This design comes from an exercise in tuning for small area and a short achievable clock period on the open sky130 flow, not from production work.
At most, simulation tests tie the RTL to the original design; equivalence was not proved.
Power is estimated from default activity; no workload was simulated.

==> build 31: inputs <==
## fault_mem_cfg
module fault_mem_cfg #(
  parameter int DATA_WIDTH = 8,
  parameter int ADDR_WIDTH = 4,
  parameter int CAPACITY   = 16,
  parameter int NUM_FAULTS = 4,
  parameter int IDX_WIDTH  = 2,
  parameter int BIT_WIDTH  = 3
) (
  input  logic                  clk,
  input  logic                  rst,
  input  logic                  write_read,
  input  logic [ADDR_WIDTH-1:0] address,
  input  logic [DATA_WIDTH-1:0] wdata,
  output logic [DATA_WIDTH-1:0] rdata,
  input  logic                  cfg_we,
  input  logic [IDX_WIDTH-1:0]  cfg_idx,
  input  logic [2:0]            cfg_type,
  input  logic [ADDR_WIDTH-1:0] cfg_vaddr,
  input  logic [BIT_WIDTH-1:0]  cfg_vbit,
  input  logic [ADDR_WIDTH-1:0] cfg_aaddr,
  input  logic [BIT_WIDTH-1:0]  cfg_abit,
  output logic                  fault_hit
);
export LEC_CHECK = 0
export CAP_MARGIN = 20
export CELL_PAD_IN_SITES_DETAIL_PLACEMENT = 2
export CELL_PAD_IN_SITES_GLOBAL_PLACEMENT = 4
export CORE_MARGIN = 2
export CORE_UTILIZATION = 25
export PLACE_DENSITY = 0.35
export SLEW_MARGIN = 20
create_clock -name core_clock -period 24.0 [get_ports {clk}]
standard.sh (not shown) runs the stock make flow with config.mk's settings and CLKGATE_MAP_FILE= SYNTH_SCRIPT=/design/flow/synth_recipe.tcl, a recipe that flattens the netlist after the stock synthesis.
==> flow/flow/run.sh <==
#!/bin/bash
# Layout flow: the standard ORFS flow with two changes.
#  1. Technology mapping uses an area-oriented ABC script (flow/area.abc) in
#     place of ORFS's delay-oriented one. Everything else in synthesis is the
#     standard script, so the registers are the standard synthesis's.
#  2. repair_timing aims for a setup slack of SETUP_MARGIN ns, so paths far
#     shorter than the clock period are still tightened.
set -euo pipefail
SETUP_MARGIN=${SETUP_MARGIN:-17}
here=$(pwd)
rm -rf "$here/orfs_scripts"
cp -r "$FLOW_HOME/scripts" "$here/orfs_scripts"
cp "$here/flow/area.abc" "$here/orfs_scripts/abc_speed.script"
bash standard.sh SCRIPTS_DIR="$here/orfs_scripts" SETUP_SLACK_MARGIN=$SETUP_MARGIN finish > standard_flow.log 2>&1
==> flow/flow/area.abc <==
strash
&get -n
&dch -f
&nf -R 1000 -p
&put
==> inputs of build 58, as changes to build 31 <==
--- a/flow/design.v
+++ b/flow/design.v
@@ -29,15 +29,14 @@
   logic [NF-1:0][2:0] vbit_q;
   logic [NF-1:0][3:0] aaddr_q;
   logic [NF-1:0][2:0] abit_q;
   logic       ld_q;
   logic [1:0] ldi_q;
   logic [3:0] ld_vaddr_q, ld_aaddr_q;
   logic [2:0] ld_vbit_q, ld_abit_q;
-  logic [NF-1:0] flip_q, flip_d;
   logic [NF-1:0] cvv_q, cup_q, cdn_q, cag_q;
   logic [NF-1:0] cvv_d, cup_d, cdn_d, cag_d;
   logic [NW-1:0][DW-1:0] mem_q;
   logic [NW-1:0][DW-1:0] mem_d;
   logic [NW-1:0][DW-1:0] golden_q;
   logic [NW-1:0][DW-1:0] golden_d;
   logic [DW-1:0] wdata1_q;
@@ -46,14 +45,44 @@
   logic [DW-1:0] rdata_q;
   logic          fhw_q;           
   logic          fhw_d;
   logic [DW-1:0] fhr_q;           
   logic [DW-1:0] fhr_d;
   assign rdata     = rdata_q;
   assign fault_hit = fhw_q | (|fhr_q);
+  logic [NF-1:0] vv, up, dn, ag;
+  always_comb begin
+    logic [NW-1:0] lv1h, la1h;
+    logic [DW-1:0] lb1h, lab1h;
+    logic [NW-1:0] lcv, lca;
+    logic          lvv, lup, ldn, lag;
+    for (int w = 0; w < NW; w++) begin
+      lv1h[w] = (ld_vaddr_q == 4'(w));
+      la1h[w] = (ld_aaddr_q == 4'(w));
+    end
+    for (int b = 0; b < DW; b++) begin
+      lb1h[b]  = (ld_vbit_q == 3'(b));
+      lab1h[b] = (ld_abit_q == 3'(b));
+    end
+    for (int w = 0; w < NW; w++) begin
+      lcv[w] = |(mem_q[w] & lb1h);
+      lca[w] = |(mem_q[w] & lab1h);
+    end
+    lvv = |(lcv & lv1h);
+    lup = |(lcv & {lv1h[NW-2:0], lv1h[NW-1]});
+    ldn = |(lcv & {lv1h[0], lv1h[NW-1:1]});
+    lag = |(lca & la1h);
+    for (int i = 0; i < NF; i++) begin
+      if (ld_q && (ldi_q == 2'(i))) begin
+        vv[i] = lvv; up[i] = lup; dn[i] = ldn; ag[i] = lag;
+      end else begin
+        vv[i] = cvv_q[i]; up[i] = cup_q[i]; dn[i] = cdn_q[i]; ag[i] = cag_q[i];
+      end
+    end
+  end
   logic [NF-1:0][NW-1:0] vw1h;    
   logic [NF-1:0][DW-1:0] vb1h;    
   logic [NF-1:0][DW-1:0] ab1h;    
   logic [NF-1:0][3:0]    nu, nd;  
   logic [NF-1:0]         wdv;     
   logic [NF-1:0]         wda;     
   logic [NF-1:0][NF-1:0] beq;     
@@ -65,15 +94,14 @@
   logic [NF-1:0]         d;       
   logic [NF-1:0]         sa_on;   
   logic [NF-1:0]         sa_val;  
   logic [NF-1:0]         tog;     
   logic [NF-1:0]         cfs;     
   logic [NF-1:0]         hcf;     
   logic [NF-1:0]         e;       
-  logic [NF-1:0]         first;   
   always_comb begin
     for (int i = 0; i < NF; i++) begin
       for (int w = 0; w < NW; w++) vw1h[i][w] = (vaddr_q[i] == 4'(w));
       for (int b = 0; b < DW; b++) vb1h[i][b] = (vbit_q[i] == 3'(b));
       nu[i]  = vaddr_q[i] + 4'd1;
       nd[i]  = vaddr_q[i] - 4'd1;
       for (int b = 0; b < DW; b++) ab1h[i][b] = (abit_q[i] == 3'(b));
@@ -98,46 +126,14 @@
         if (j != i) begin
           rup[i][j] = (vaddr_q[j] == nu[i]) && beq[i][j];
           rdn[j][i] = rup[i][j];
         end
         rag[i][j] = (vaddr_q[j] == aaddr_q[i]) && (vbit_q[j] == abit_q[i]);
       end
     end
-  end
-  logic [NF-1:0] vv, up, dn, ag;
-  always_comb begin
-    logic [NW-1:0] lv1h, la1h;
-    logic [DW-1:0] lb1h, lab1h;
-    logic [NW-1:0] lcv, lca;
-    logic          lvv, lup, ldn, lag;
-    for (int w = 0; w < NW; w++) begin
-      lv1h[w] = (ld_vaddr_q == 4'(w));
-      la1h[w] = (ld_aaddr_q == 4'(w));
-    end
-    for (int b = 0; b < DW; b++) begin
-      lb1h[b]  = (ld_vbit_q == 3'(b));
-      lab1h[b] = (ld_abit_q == 3'(b));
-    end
-    for (int w = 0; w < NW; w++) begin
-      lcv[w] = |(mem_q[w] & lb1h);
-      lca[w] = |(mem_q[w] & lab1h);
-    end
-    lvv = |(lcv & lv1h) ^ (^(flip_q & same[ldi_q]));
-    lup = |(lcv & {lv1h[NW-2:0], lv1h[NW-1]}) ^ (^(flip_q & rup[ldi_q]));
-    ldn = |(lcv & {lv1h[0], lv1h[NW-1:1]}) ^ (^(flip_q & rdn[ldi_q]));
-    lag = |(lca & la1h) ^ (^(flip_q & rag[ldi_q]));
-    for (int i = 0; i < NF; i++) begin
-      if (ld_q && (ldi_q == 2'(i))) begin
-        vv[i] = lvv; up[i] = lup; dn[i] = ldn; ag[i] = lag;
-      end else begin
-        vv[i] = cvv_q[i]; up[i] = cup_q[i]; dn[i] = cdn_q[i]; ag[i] = cag_q[i];
-      end
-    end
-  end
-  always_comb begin
     for (int i = 0; i < NF; i++) begin
       logic v;
       v         = wdv[i];
       sa_on[i]  = 1'b0;
       sa_val[i] = 1'b0;
       for (int j = 0; j < NF; j++) begin
         if (same[i][j]) begin
@@ -154,92 +150,70 @@
       d[i]   = v ^ wdv[i];
       tog[i] = (type_q[i] == 3'd5) || (wda[i] ^ vv[i]);
       cfs[i] = ((type_q[i] == 3'd5) || (type_q[i] == 3'd6)) &&
                !(vaddr_q[i] == aaddr_q[i]) && (ag[i] ^ wda[i]);
       hcf[i] = cfs[i] && tog[i];
     end
     for (int i = 0; i < NF; i++) begin
-      first[i] = 1'b1;
-      for (int j = 0; j < i; j++) if (same[i][j]) first[i] = 1'b0;
-    end
-    for (int i = 0; i < NF; i++) begin
       e[i] = hcf[i];
       for (int j = i + 1; j < NF; j++)
         if (same[i][j] && cfs[j] && aeq[i][j]) e[i] = 1'b0;
     end
   end
   logic          wr_op;
   logic          rd_op;
   logic [NW-1:0] wsel;
   logic [DW-1:0] r0;
   logic [DW-1:0] ga;
   logic [NF-1:0] vm, am, um, dm;
   logic [NF-1:0] etog;
+  logic [DW-1:0] corr;
   logic [DW-1:0] ovr;
   logic [DW-1:0] setb;
   logic [DW-1:0] rd_eff;
-  logic [NF-1:0] fn;
+  logic [DW-1:0] wr_eff;
   logic          wr_hit;
-  logic [DW-1:0] fl;
-  logic [NF-1:0] cs;
-  logic          cflag;
-  logic [NW-1:0] cw;
-  logic [DW-1:0] cb;
   always_comb begin
     wr_op = write_read && !rst;
     rd_op = !write_read && !rst;
     for (int w = 0; w < NW; w++) wsel[w] = (address == 4'(w));
     for (int b = 0; b < DW; b++) begin
-      logic [NW-1:0] mcol, gcol;
+      r0[b] = 1'b0;
+      ga[b] = 1'b0;
       for (int w = 0; w < NW; w++) begin
-        mcol[w] = mem_q[w][b];
-        gcol[w] = golden_q[w][b];
-      end
-      r0[b] = |(wsel & mcol);
-      ga[b] = |(wsel & gcol);
+        r0[b] = r0[b] | (wsel[w] & mem_q[w][b]);
+        ga[b] = ga[b] | (wsel[w] & golden_q[w][b]);
+      end
     end
     for (int i = 0; i < NF; i++) begin
       vm[i]   = (vaddr_q[i] == address);
       am[i]   = (aaddr_q[i] == address);
       um[i]   = (nu[i] == address);
       dm[i]   = (nd[i] == address);
       etog[i] = wr_op && am[i] && e[i];
     end
     for (int b = 0; b < DW; b++) begin
+      corr[b] = 1'b0;
       ovr[b]  = 1'b0;
       setb[b] = 1'b0;
       for (int i = 0; i < NF; i++) begin
+        corr[b] = corr[b] | (vm[i] & vb1h[i][b] & d[i]);
         ovr[b]  = ovr[b]  | (vm[i] & vb1h[i][b] & sa_on[i]);
         setb[b] = setb[b] | (vm[i] & vb1h[i][b] & sa_on[i] & sa_val[i]);
       end
     end
-    for (int b = 0; b < DW; b++) begin
-      fl[b] = 1'b0;
-      for (int i = 0; i < NF; i++) fl[b] = fl[b] ^ (vm[i] & vb1h[i][b] & flip_q[i]);
-    end
-    rd_eff = ((r0 ^ fl) & ~ovr) | setb;
-    for (int i = 0; i < NF; i++) begin
-      cs[i] = cfg_we && !rst && (cfg_idx == 2'(i));
-      fn[i] = (wr_op && vm[i]) ? (d[i] & first[i]) : (flip_q[i] ^ etog[i]);
-      flip_d[i] = cs[i] ? 1'b0 : fn[i];
-    end
-    cflag = |(cs & fn);
+    wr_eff = wdata1_q ^ corr;
+    rd_eff = (r0 & ~ovr) | setb;
     wr_hit = |(vm & d) || |(am & hcf);
     for (int w = 0; w < NW; w++) begin
-      cw[w] = 1'b0;
-      for (int i = 0; i < NF; i++) cw[w] = cw[w] | (cs[i] & vw1h[i][w]);
-      cw[w] = cw[w] & cflag;
-    end
-    for (int b = 0; b < DW; b++) begin
-      cb[b] = 1'b0;
-      for (int i = 0; i < NF; i++) cb[b] = cb[b] | (cs[i] & vb1h[i][b]);
-    end
-    for (int w = 0; w < NW; w++) begin
       for (int b = 0; b < DW; b++) begin
-        mem_d[w][b] = ((wr_op && wsel[w]) ? wdata1_q[b] : mem_q[w][b]) ^ (cw[w] & cb[b]);
+        logic t;
+        t = 1'b0;
+        for (int i = 0; i < NF; i++) t = t | (vw1h[i][w] & vb1h[i][b] & etog[i]);
+        mem_d[w][b] = (wr_op && wsel[w]) ? wr_eff[b] : (mem_q[w][b] ^ t);
       end
       golden_d[w] = (wr_op && wsel[w]) ? wdata1_q : golden_q[w];
     end
     for (int i = 0; i < NF; i++) begin
       logic tv, tu, tn, ta, cu, cn, ca;
       tv = 1'b0; tu = 1'b0; tn = 1'b0; ta = 1'b0;
       cu = 1'b0; cn = 1'b0; ca = 1'b0;
@@ -290,14 +264,13 @@
     mem_q    <= mem_d;
     golden_q <= golden_d;
     ldi_q      <= cfg_idx;
     ld_vaddr_q <= cfg_vaddr;
     ld_vbit_q  <= cfg_vbit;
     ld_aaddr_q <= cfg_aaddr;
     ld_abit_q  <= cfg_abit;
-    flip_q   <= flip_d;
     cvv_q    <= cvv_d;
     cup_q    <= cup_d;
     cdn_q    <= cdn_d;
     cag_q    <= cag_d;
   end
 endmodule
==> flow/flow/run.sh (replaced) <==
#!/bin/bash
# Standard ORFS layout; repair_timing aims for a larger setup slack than the
# default so that paths far shorter than the clock period are still tightened.
set -euo pipefail
bash standard.sh SETUP_SLACK_MARGIN=17 finish > standard_flow.log 2>&1
removed: flow/flow/area.abc
==> inputs of build 10, as changes to build 31 <==
--- a/flow/design.v
+++ b/flow/design.v
@@ -185,21 +185,20 @@
   logic [NW-1:0] cw;
   logic [DW-1:0] cb;
   always_comb begin
     wr_op = write_read && !rst;
     rd_op = !write_read && !rst;
     for (int w = 0; w < NW; w++) wsel[w] = (address == 4'(w));
     for (int b = 0; b < DW; b++) begin
-      logic [NW-1:0] mcol, gcol;
+      r0[b] = 1'b0;
+      ga[b] = 1'b0;
       for (int w = 0; w < NW; w++) begin
-        mcol[w] = mem_q[w][b];
-        gcol[w] = golden_q[w][b];
+        r0[b] = r0[b] | (wsel[w] & mem_q[w][b]);
+        ga[b] = ga[b] | (wsel[w] & golden_q[w][b]);
       end
-      r0[b] = |(wsel & mcol);
-      ga[b] = |(wsel & gcol);
     end
     for (int i = 0; i < NF; i++) begin
       vm[i]   = (vaddr_q[i] == address);
       am[i]   = (aaddr_q[i] == address);
       um[i]   = (nu[i] == address);
       dm[i]   = (nd[i] == address);
       etog[i] = wr_op && am[i] && e[i];
==> comparison <==
- Clock skew, lowest first: build 31, build 58, build 10.
- Of build 58 and build 31, build 58 has the higher sequential power (gap about 5.4%, measured against build 31).
- In build 58 the clock power is larger than in build 31, by about 0.6%.
- The highest wire length belongs to build 58, the lowest to build 10.
- Sequential share of layout area, highest first: build 31, build 10, build 58.
- The highest critical path depth belongs to build 10, the lowest to build 58.
- The lowest worst setup slack belongs to build 10, the highest to build 58.
- The highest hold slack belongs to build 58, the lowest to build 10.
==> figures <==
metric	build 31	build 10	build 58
Starting density of the core	25.1%	25.2%	25.1%
Shortest period the worst path allows	7.27 ns	7.99 ns	7.15 ns
Critical register-to-register path startpoint	ld_abit_q[0]	ld_vbit_q[0]	ld_vbit_q[0]
Routed metal-1 wire length	64600 um	63100 um	86200 um
Non-CTS buffers	291	300	293
Met3 track demand over resource in global routing	3.24%	3.34%	4.43%
Final hold slack	0.458 ns	0.457 ns	0.463 ns
Cell with the largest stage delay on the worst path	a222oi_1	a221o_2	or4_4
Syn Nets	2809	2816	3347
Maximum clock frequency	0.138 GHz	0.125 GHz	0.140 GHz
Outcome	complete, no violations	complete, no violations	complete, no violations
Transition time of the tightest slew-check pin	1.13 ns	1.22 ns	1.22 ns
Combined flip-flop and latch cell area	9750 um^2	9740 um^2	9660 um^2
Clock Power Share	39.8%	39.6%	38.0%
Reported leakage power	11.5 nW	12.1 nW	13.5 nW
Layout Cells excl Fill	4514	4523	4925
Total power draw	2.11 mW	2.11 mW	2.23 mW
Number of ordinary inverters in the final layout	75	84	98
No functional check of the RTL was part of build 58 and build 10.

[re-timing with driven ports]
No port has a modelled driver above. Below, the same layouts with a new extraction and two added sets of constraints. Step 1 assumes that a clkbuf_16 drives the clock port and a buf_2 every other input. Step 2 adds t to the input delays and takes it off the output delays; t is the mean of the earliest and latest rising clock arrival at the registers after step 1. Input paths then give back, and output paths get back, about the clock's delay inside the block. Slacks: ideal ports / drivers / drivers and shift; pairs: ideal ports / drivers.
| run | t, ns | setup WS [ns] | worst setup path after step 2 | latest minus earliest clock arrival (ns) | pins driven straight from the clock port |
|---|---|---|---|---|---|
| build 31 | 0.730 | 16.727 / 16.761 / 16.030 | input to register | 0.048 / 0.047 | 1 |
| build 58 | 0.748 | 16.850 / 16.875 / 16.127 | input to register | 0.049 / 0.049 | 1 |
| build 10 | 0.702 | 16.006 / 16.038 / 15.336 | input to register | 0.050 / 0.050 | 1 |
After both steps setup and hold are still met in every run listed. For build 58, which loses most, drivers alone change the setup slack by +0.025 ns; drivers and shift together by -0.723 ns.
